Context: an optimization exercise on an open-source flow, tuned for small area, a short achievable clock period and few clock cycles per item. The choices shown serve that exercise and are no tape-out recipe.
No activity file was given, so power comes from the tool's default toggle rates.

## radio_pairing_slave_fsm_top
module radio_pairing_slave_fsm_top (
	input  logic                                 clk,
	input  logic                                 arst_n,
	input  logic                                 cfg_we,
	input  logic [rpsf_pkg::CFG_IDX_W-1:0]       cfg_index,
	input  logic [rpsf_pkg::ADDR_W-1:0]          cfg_data,
	input  logic                                 poll_valid,
	output logic                                 poll_ready,
	input  logic                                 poll_enable,
	input  logic [rpsf_pkg::TIME_W-1:0]          poll_now_ms,
	input  logic                                 poll_rx_valid,
	input  logic [rpsf_pkg::LEN_W-1:0]           poll_rx_length,
	input  logic [rpsf_pkg::CMD_W-1:0]           poll_rx_command,
	input  logic [rpsf_pkg::WORD_W-1:0]          poll_rx_magic,
	input  logic [rpsf_pkg::ADDR_W-1:0]          poll_rx_granted_address,
	output logic                                 result_valid,
	input  logic                                 result_ready,
	output logic                                 result_send_valid,
	output logic                                 result_send_kind,
	output logic [rpsf_pkg::WORD_W-1:0]          result_send_word,
	output logic [rpsf_pkg::ADDR_W-1:0]          result_send_address,
	output logic [rpsf_pkg::ADDR_W-1:0]          result_link_address,
	output logic                                 result_rx_flush,
	output logic [rpsf_pkg::PHASE_W-1:0]         result_phase,
	output logic [rpsf_pkg::COUNT_W-1:0]         result_verify_count,
	output logic                                 result_finish
);
	logic [rpsf_pkg::ADDR_W-1:0]  default_address_q;
	logic [rpsf_pkg::WORD_W-1:0]  device_id_q;
	logic [rpsf_pkg::WORD_W-1:0]  host_magic_q;
	logic [rpsf_pkg::WORD_W-1:0]  slave_magic_q;
	logic [rpsf_pkg::COUNT_W-1:0] target_m1_q;      
	logic                         target_hit;
	logic [rpsf_pkg::TMO_W-1:0]   response_tmo_q;
	logic [rpsf_pkg::TMO_W-1:0]   verify_tmo_q;
	logic [rpsf_pkg::TMO_W-1:0]   silent_done_q;
	logic [rpsf_pkg::PHASE_W-1:0] phase_q;
	logic [rpsf_pkg::TIME_W-1:0]  time_q;
  ...
export LEC_CHECK = 0
export CAP_MARGIN = 20
export CORE_MARGIN = 2
export CORE_UTILIZATION = 65
export CTS_CLUSTER_DIAMETER = 100
export CTS_CLUSTER_SIZE = 30
export SETUP_SLACK_MARGIN = 2.8
export SLEW_MARGIN = 20
export SYNTH_HIERARCHICAL = 1
create_clock -name core_clock -period 5.5 [get_ports {clk}]
standard.sh (not shown) runs the stock make flow with config.mk's settings and CLKGATE_MAP_FILE= SYNTH_SCRIPT=/design/flow/synth_recipe.tcl, a recipe that flattens the netlist after the stock synthesis.
==> flow/flow/run.sh <==
#!/bin/bash
# Standard layout with two changes:
#  - the port buffers are the smallest buffer (buf_1) instead of the one
#    buffer_ports picks by default;
#  - the slow four-input OR/NOR cells, the three-input OR cells and the
#    4-stack AOI/OAI are added to
#    the don't-use list, so synthesis builds wide ORs from faster gates.
set -euo pipefail
export BUFFER_PORTS_ARGS="-buffer_cell sky130_fd_sc_hd__buf_1"
PLATFORM_DONT_USE="sky130_fd_sc_hd__lpflow_bleeder_1 sky130_fd_sc_hd__lpflow_clkbufkapwr_1 sky130_fd_sc_hd__lpflow_clkbufkapwr_16 sky130_fd_sc_hd__lpflow_clkbufkapwr_2 sky130_fd_sc_hd__lpflow_clkbufkapwr_4 sky130_fd_sc_hd__lpflow_clkbufkapwr_8 sky130_fd_sc_hd__lpflow_clkinvkapwr_1 sky130_fd_sc_hd__lpflow_clkinvkapwr_16 sky130_fd_sc_hd__lpflow_clkinvkapwr_2 sky130_fd_sc_hd__lpflow_clkinvkapwr_4 sky130_fd_sc_hd__lpflow_clkinvkapwr_8 sky130_fd_sc_hd__lpflow_decapkapwr_12 sky130_fd_sc_hd__lpflow_decapkapwr_3 sky130_fd_sc_hd__lpflow_decapkapwr_4 sky130_fd_sc_hd__lpflow_decapkapwr_6 sky130_fd_sc_hd__lpflow_decapkapwr_8 sky130_fd_sc_hd__lpflow_inputiso0n_1 sky130_fd_sc_hd__lpflow_inputiso0p_1 sky130_fd_sc_hd__lpflow_inputiso1n_1 sky130_fd_sc_hd__lpflow_inputiso1p_1 sky130_fd_sc_hd__lpflow_inputisolatch_1 sky130_fd_sc_hd__lpflow_isobufsrc_1 sky130_fd_sc_hd__lpflow_isobufsrc_16 sky130_fd_sc_hd__lpflow_isobufsrc_2 sky130_fd_sc_hd__lpflow_isobufsrc_4 sky130_fd_sc_hd__lpflow_isobufsrc_8 sky130_fd_sc_hd__lpflow_isobufsrckapwr_16 sky130_fd_sc_hd__lpflow_lsbuf_lh_hl_isowell_tap_1 sky130_fd_sc_hd__lpflow_lsbuf_lh_hl_isowell_tap_2 sky130_fd_sc_hd__lpflow_lsbuf_lh_hl_isowell_tap_4 sky130_fd_sc_hd__lpflow_lsbuf_lh_isowell_4 sky130_fd_sc_hd__lpflow_lsbuf_lh_isowell_tap_1 sky130_fd_sc_hd__lpflow_lsbuf_lh_isowell_tap_2 sky130_fd_sc_hd__lpflow_lsbuf_lh_isowell_tap_4 sky130_fd_sc_hd__probe_p_8 sky130_fd_sc_hd__probec_p_8 "
EXTRA_DONT_USE="sky130_fd_sc_hd__a2111o_1 sky130_fd_sc_hd__a2111o_2 sky130_fd_sc_hd__a2111o_4 sky130_fd_sc_hd__a2111oi_0 sky130_fd_sc_hd__a2111oi_1 sky130_fd_sc_hd__a2111oi_2 sky130_fd_sc_hd__a2111oi_4 sky130_fd_sc_hd__nor4_1 sky130_fd_sc_hd__nor4_2 sky130_fd_sc_hd__nor4_4 sky130_fd_sc_hd__nor4b_1 sky130_fd_sc_hd__nor4b_2 sky130_fd_sc_hd__nor4b_4 sky130_fd_sc_hd__nor4bb_1 sky130_fd_sc_hd__nor4bb_2 sky130_fd_sc_hd__nor4bb_4 sky130_fd_sc_hd__o2111a_1 sky130_fd_sc_hd__o2111a_2 sky130_fd_sc_hd__o2111a_4 sky130_fd_sc_hd__o2111ai_1 sky130_fd_sc_hd__o2111ai_2 sky130_fd_sc_hd__o2111ai_4 sky130_fd_sc_hd__or4_1 sky130_fd_sc_hd__or4_2 sky130_fd_sc_hd__or4_4 sky130_fd_sc_hd__or4b_1 sky130_fd_sc_hd__or4b_2 sky130_fd_sc_hd__or4b_4 sky130_fd_sc_hd__or4bb_1 sky130_fd_sc_hd__or4bb_2 sky130_fd_sc_hd__or4bb_4 sky130_fd_sc_hd__or3_1 sky130_fd_sc_hd__or3_2 sky130_fd_sc_hd__or3_4 sky130_fd_sc_hd__or3b_1 sky130_fd_sc_hd__or3b_2 sky130_fd_sc_hd__or3b_4"
bash standard.sh DONT_USE_CELLS="$PLATFORM_DONT_USE $EXTRA_DONT_USE" finish > standard_flow.log 2>&1
Edit:
--- a/flow/design.v
+++ b/flow/design.v
@@ -119,19 +119,19 @@
 			2: cfg_rst = rpsf_pkg::ADDR_W'(rpsf_pkg::HOST_MAGIC_RST);
 			3: cfg_rst = rpsf_pkg::ADDR_W'(rpsf_pkg::SLAVE_MAGIC_RST);
 			4: cfg_rst = rpsf_pkg::ADDR_W'(rpsf_pkg::VERIFY_TARGET_RST);
 			5: cfg_rst = rpsf_pkg::ADDR_W'(rpsf_pkg::RESPONSE_TMO_RST);
 			6: cfg_rst = rpsf_pkg::ADDR_W'(rpsf_pkg::VERIFY_TMO_RST);
 			default: cfg_rst = rpsf_pkg::ADDR_W'(rpsf_pkg::SILENT_DONE_RST);
 		endcase
 	endfunction
 	rpsf_ao21 u_ready (.a(idle_ok_q), .b(result_ready), .c(cfg_ok_q), .y(poll_ready));
-	assign fire       = poll_valid && (idle_ok_q || (result_ready && cfg_ok_q));
+	assign fire       = poll_valid && poll_ready;
 	always_ff @(posedge clk or negedge arst_n) begin
 		if (!arst_n) begin
 			init1_q <= 1'b0;
 			init2_q <= 1'b0;
 		end else begin
 			init1_q <= 1'b1;
 			init2_q <= init1_q;
 		end
 	end
- routed wire length shrinks by 7.7%
- design area shrinks by 0.99%
- setup slack improved by 38 ps
- final cell count shrinks by 1.1%
- power grows by 6.3%
- hold slack improved by 4.7 ps
- first-iteration DRC count shrinks by 20%
- die area is about the same
- sequential power grows by about 2%
- count of clock-buffer cells in the layout shrinks by 3
- synthesized area stays flat
- flip-flop and latch count stays the same
- via count shrinks by 1.6%
No functional check of the RTL was part of any run of this note.

==> re-timing with driven ports <==
No port has a modelled driver above. Below, the same layouts with a new extraction and two added sets of constraints. Step 1 sets driving cells, clkbuf_16 on the clock port and buf_2 on the other inputs (assumed; they add their load-dependent delay and slew). Step 2 moves the port delays by t, midway between the first and last clock arrival at a register: inputs arrive t later, outputs are due t later. That takes back most of the time a late clock gives input paths. Three values: no drivers, after step 1, after step 2; two values: the first two.
| run | shift t [ns] | setup slack, ns | latest minus earliest clock arrival (ns) | worst register clock-pin slew, ns | pins driven straight from the clock port |
|---|---|---|---|---|---|
| the first run | 0.528 | 2.737 / 2.735 / 2.207 | 0.029 / 0.028 | 0.12 / 0.12 | 1 |
| the second run | 0.544 | 2.776 / 2.768 / 2.223 | 0.029 / 0.029 | 0.11 / 0.11 | 1 |
After both steps setup and hold are still met in every run listed. For the second run, which loses most, drivers alone change the setup slack by -0.008 ns; drivers and shift together by -0.553 ns.
